What follows belongs to an exercise in optimizing a design on an open flow for small area; a production flow would make more cautious choices.
Function was checked by simulation only, so behaviour that the tests miss may differ from the original.
No activity file was given, so power comes from the tool's default toggle rates.

// udp_test_source
module udp_test_source #(
  parameter int unsigned PKT_INTERVAL = 10,
  parameter int unsigned ECHO_DEPTH   = 16
) (
  input  wire                          sys_clk_100MHz,
  input  wire                          tx_axis_aresetn,
  input  wire                          mmcm_locked,
  input  wire                          gen_sel,
  input  wire udp_src_pkg::axis_data_t echo_in_data,
  input  wire udp_src_pkg::axis_keep_t echo_in_keep,
  input  wire                          echo_in_valid,
  input  wire                          echo_in_last,
  input  wire                          tx_ready,
  output wire                          udp_enable,
  output wire                          sfp_tx_disable,
  output wire                          echo_in_ready,
  output wire udp_src_pkg::axis_data_t tx_data,
  output wire udp_src_pkg::axis_keep_t tx_keep,
  output wire                          tx_valid,
  output wire                          tx_last
);
==> module udp_test_source, before the edit <==
module udp_test_source #(
  parameter int unsigned PKT_INTERVAL = 10,
  parameter int unsigned ECHO_DEPTH   = 16
) (
  input  wire                          sys_clk_100MHz,
  input  wire                          tx_axis_aresetn,
  input  wire                          mmcm_locked,
  input  wire                          gen_sel,
  input  wire udp_src_pkg::axis_data_t echo_in_data,
  input  wire udp_src_pkg::axis_keep_t echo_in_keep,
  input  wire                          echo_in_valid,
  input  wire                          echo_in_last,
  input  wire                          tx_ready,
  output wire                          udp_enable,
  output wire                          sfp_tx_disable,
  output wire                          echo_in_ready,
  output wire udp_src_pkg::axis_data_t tx_data,
  output wire udp_src_pkg::axis_keep_t tx_keep,
  output wire                          tx_valid,
  output wire                          tx_last
);
  localparam int SLOTS   = ECHO_DEPTH + 2;           
  localparam int CNT_W   = $clog2(SLOTS);
  localparam int TIMER_W = (PKT_INTERVAL > 1) ? $clog2(PKT_INTERVAL) : 1;
  localparam int DW      = 73;                       
  logic [1:0] lock_q;
  logic       sfp_dis_q;
  always_ff @(posedge sys_clk_100MHz or negedge tx_axis_aresetn) begin
    if (!tx_axis_aresetn) begin
      lock_q    <= 2'b00;
      sfp_dis_q <= 1'b1;
    end else begin
      lock_q    <= {lock_q[0], mmcm_locked};
      sfp_dis_q <= ~lock_q[1];
    end
  end
  assign udp_enable     = lock_q[1];
  assign sfp_tx_disable = sfp_dis_q;
  logic [TIMER_W-1:0] timer_q;
  logic               req_valid;
  logic               fr_send;
  logic [1:0]         beat_q;
  logic [15:0]        seq_q;      
  logic               in_pkt_q, sel_q, tx_valid_q;
  logic [CNT_W-1:0]   cnt_q;      
  logic [DW:0]        mem [SLOTS];
  logic expire, cur_sel, take, src_valid, src_last, xfer, echo_take;
  logic echo_valid, wr_en;
  logic [CNT_W-1:0] wpos;
  assign expire        = lock_q[1] && (timer_q == TIMER_W'(PKT_INTERVAL - 1));
  assign echo_valid    = (cnt_q != '0);
  assign echo_in_ready = (cnt_q != CNT_W'(SLOTS - 1));
  assign wr_en         = echo_in_valid && echo_in_ready;
  assign cur_sel   = in_pkt_q ? sel_q : gen_sel;
  assign take      = !tx_valid_q || tx_ready;
  assign src_valid = cur_sel ? fr_send : echo_valid;
  assign src_last  = cur_sel ? (beat_q == 2'd3) : (mem[1][DW-1] ^ mem[1][DW]);
  assign xfer      = take && src_valid;
  assign echo_take = xfer && !cur_sel;
  assign wpos      = echo_take ? cnt_q : cnt_q + 1'b1;
  always_ff @(posedge sys_clk_100MHz or negedge tx_axis_aresetn) begin
    if (!tx_axis_aresetn) begin
      timer_q    <= '0;
      req_valid  <= 1'b0;
      fr_send    <= 1'b0;
      beat_q     <= 2'd0;
      seq_q      <= '0;
      in_pkt_q   <= 1'b0;
      sel_q      <= 1'b1;
      tx_valid_q <= 1'b0;
      cnt_q      <= '0;
    end else begin
      if (!lock_q[1] || expire) timer_q <= '0;
      else                      timer_q <= timer_q + 1'b1;
      if (expire && (!req_valid || !fr_send)) req_valid <= 1'b1;
      else if (req_valid && !fr_send)         req_valid <= 1'b0;
      if (!fr_send) begin
        if (req_valid) fr_send <= 1'b1;
      end else if (xfer && cur_sel) begin
        if (beat_q == 2'd3) fr_send <= 1'b0;
        if (beat_q == 2'd3) seq_q <= seq_q + 1'b1;
        beat_q <= beat_q + 1'b1;
      end
      if (xfer) begin
        in_pkt_q <= !src_last;
        sel_q    <= cur_sel;
      end
      if (take) tx_valid_q <= src_valid;
      cnt_q <= cnt_q + CNT_W'(wr_en) - CNT_W'(echo_take);
    end
  end
  logic        gen_take;
  logic [63:0] gen_data;
  logic [DW:0] gen_word;
  function automatic logic [7:0] hex(input logic [3:0] n);
    hex = (n < 4'd10) ? (8'h30 + {4'd0, n}) : (8'h57 + {4'd0, n});
  endfunction
  always_comb begin
    case (beat_q)
      2'd0:    gen_data = udp_src_pkg::GREETING_0;
      2'd1:    gen_data = udp_src_pkg::GREETING_1;
      2'd2:    gen_data = udp_src_pkg::GREETING_2;
      default: gen_data = {hex(seq_q[3:0]), hex(seq_q[7:4]),
                           hex(seq_q[11:8]), hex(seq_q[15:12]), 32'h30303030};
    endcase
  end
  assign gen_take = xfer && cur_sel;
  assign gen_word = {1'b0, beat_q == 2'd3, 8'hff, gen_data};
  logic [DW:0] din;
  assign din = {1'b0, echo_in_last, echo_in_keep, echo_in_data};
  for (genvar g = 0; g < SLOTS; g++) begin : g_slot
    logic w, sh, h;
    logic [DW:0] nxt;
    assign w  = wr_en && (wpos == CNT_W'(g));
    assign sh = echo_take && !w;
    assign h  = !echo_take && !w;
    if (g == 0) begin : g_tx
      logic h0;
      assign h0 = !echo_take && !gen_take;
      for (genvar b = 0; b <= DW; b++) begin : g_bit
        assign nxt[b] = ~(h0 && mem[0][b] || echo_take && mem[1][b] || gen_take && gen_word[b]);
      end
    end else if (g == SLOTS - 1) begin : g_top
      for (genvar b = 0; b < DW; b++) begin : g_bit
        ring_oai2 u_oai (
          .s0 (w), .d0 (mem[g][b]),
          .s1 (!w), .d1 (din[b]),
          .y_n (nxt[b])
        );
      end
      assign nxt[DW] = ~(mem[g][DW] && !w);
    end else begin : g_mid
      for (genvar b = 0; b < DW; b++) begin : g_bit
        ring_aoi3 u_aoi (
          .s   ({w, sh, h}),
          .d   ({din[b], mem[g+1][b], mem[g][b]}),
          .y_n (nxt[b])
        );
      end
      assign nxt[DW] = ~(sh && mem[g+1][DW] || h && mem[g][DW]);
    end
    always_ff @(posedge sys_clk_100MHz)
      mem[g] <= nxt;
  end
  assign tx_valid = tx_valid_q;
  assign tx_data  = mem[0][63:0]  ^ {64{mem[0][DW]}};
  assign tx_keep  = mem[0][71:64] ^ {8{mem[0][DW]}};
  assign tx_last  = mem[0][72]    ^ mem[0][DW];
endmodule
Settings: LEC_CHECK=0, CAP_MARGIN=20, CORE_MARGIN=2, CORE_UTILIZATION=50, CTS_CLUSTER_DIAMETER=100, CTS_CLUSTER_SIZE=25, SLEW_MARGIN=20, SYNTH_HIERARCHICAL=1, SYNTH_MINIMUM_KEEP_SIZE=0; clock period 5.0 ns.
standard.sh (not shown) runs the stock make flow with config.mk's settings and CLKGATE_MAP_FILE= SYNTH_SCRIPT=/design/flow/synth_recipe.tcl, a recipe that flattens the netlist after the stock synthesis.
==> flow/flow/run.sh <==
#!/bin/bash
set -euo pipefail
bash standard.sh finish \
  CTS_ARGS="-sink_clustering_enable -repair_clock_nets -dont_use_dummy_load -sink_clustering_size 25 -sink_clustering_max_diameter 100" \
  BUFFER_PORTS_ARGS="-buffer_cell sky130_fd_sc_hd__buf_1" \
  > standard_flow.log 2>&1
Then changed:
--- a/flow/design.v
+++ b/flow/design.v
@@ -59,7 +59,6 @@
   output wire                          tx_last
 );
   localparam int SLOTS   = ECHO_DEPTH + 2;           
-  localparam int CNT_W   = $clog2(SLOTS);
   localparam int TIMER_W = (PKT_INTERVAL > 1) ? $clog2(PKT_INTERVAL) : 1;
   localparam int DW      = 73;                       
   logic [1:0] lock_q;
@@ -81,14 +80,14 @@
   logic [1:0]         beat_q;
   logic [15:0]        seq_q;      
   logic               in_pkt_q, sel_q, tx_valid_q;
-  logic [CNT_W-1:0]   cnt_q;      
+  logic [4:0]         cnt_q;      
   logic [DW:0]        mem [SLOTS];
   logic expire, cur_sel, take, src_valid, src_last, xfer, echo_take;
   logic echo_valid, wr_en;
-  logic [CNT_W-1:0] wpos;
+  logic [4:0] wpos;
   assign expire        = lock_q[1] && (timer_q == TIMER_W'(PKT_INTERVAL - 1));
-  assign echo_valid    = (cnt_q != '0);
-  assign echo_in_ready = (cnt_q != CNT_W'(SLOTS - 1));
+  assign echo_valid    = (cnt_q != 5'd0);
+  assign echo_in_ready = (cnt_q != 5'(SLOTS - 1));
   assign wr_en         = echo_in_valid && echo_in_ready;
   assign cur_sel   = in_pkt_q ? sel_q : gen_sel;
   assign take      = !tx_valid_q || tx_ready;
@@ -96,7 +95,7 @@
   assign src_last  = cur_sel ? (beat_q == 2'd3) : (mem[1][DW-1] ^ mem[1][DW]);
   assign xfer      = take && src_valid;
   assign echo_take = xfer && !cur_sel;
-  assign wpos      = echo_take ? cnt_q : cnt_q + 1'b1;
+  assign wpos      = echo_take ? cnt_q : cnt_q + 5'd1;
   always_ff @(posedge sys_clk_100MHz or negedge tx_axis_aresetn) begin
     if (!tx_axis_aresetn) begin
       timer_q    <= '0;
@@ -125,7 +124,7 @@
         sel_q    <= cur_sel;
       end
       if (take) tx_valid_q <= src_valid;
-      cnt_q <= cnt_q + CNT_W'(wr_en) - CNT_W'(echo_take);
+      cnt_q <= cnt_q + 5'(wr_en) - 5'(echo_take);
     end
   end
   logic        gen_take;
@@ -150,7 +149,7 @@
   for (genvar g = 0; g < SLOTS; g++) begin : g_slot
     logic w, sh, h;
     logic [DW:0] nxt;
-    assign w  = wr_en && (wpos == CNT_W'(g));
+    assign w  = wr_en && (wpos == 5'(g));
     assign sh = echo_take && !w;
     assign h  = !echo_take && !w;
     if (g == 0) begin : g_tx
After rerunning: Count of clock-buffer cells in the layout stays the same; combinational power barely changes; area after synthesis is unchanged; design area does not change; worst setup slack stays the same; utilization is unchanged; cell count stays the same; die area is unchanged; wire length is unchanged; critical path depth does not change; via count is unchanged.

port drivers added, routing unchanged:
How much do the figures lean on ideal ports? The routed layouts below were timed once more, with nothing changed but the port constraints. Step 1, drivers: a clkbuf_16 drives sys_clk_100MHz and a buf_2 each remaining input, both assumed. Step 2 times the ports against the registers' clock, not the clock port: input delays grow and output delays shrink by t, the midpoint of the rising clock arrivals with the driver on. a / b / c = no drivers / after step 1 / after step 2; a / b = the first two.
| run | shift t [ns] | slack for setup (ns) | latest minus earliest clock arrival (ns) | worst register clock-pin slew, ns | worst data-port slew with drivers (ns) |
|---|---|---|---|---|---|
| the first run | 0.736 | 0.423 / 0.423 / 0.066 | 0.085 / 0.084 | 0.10 / 0.10 | 0.15 |
| the second run | 0.736 | 0.423 / 0.423 / 0.066 | 0.085 / 0.084 | 0.10 / 0.10 | 0.15 |
After both steps every run listed still meets setup and hold.
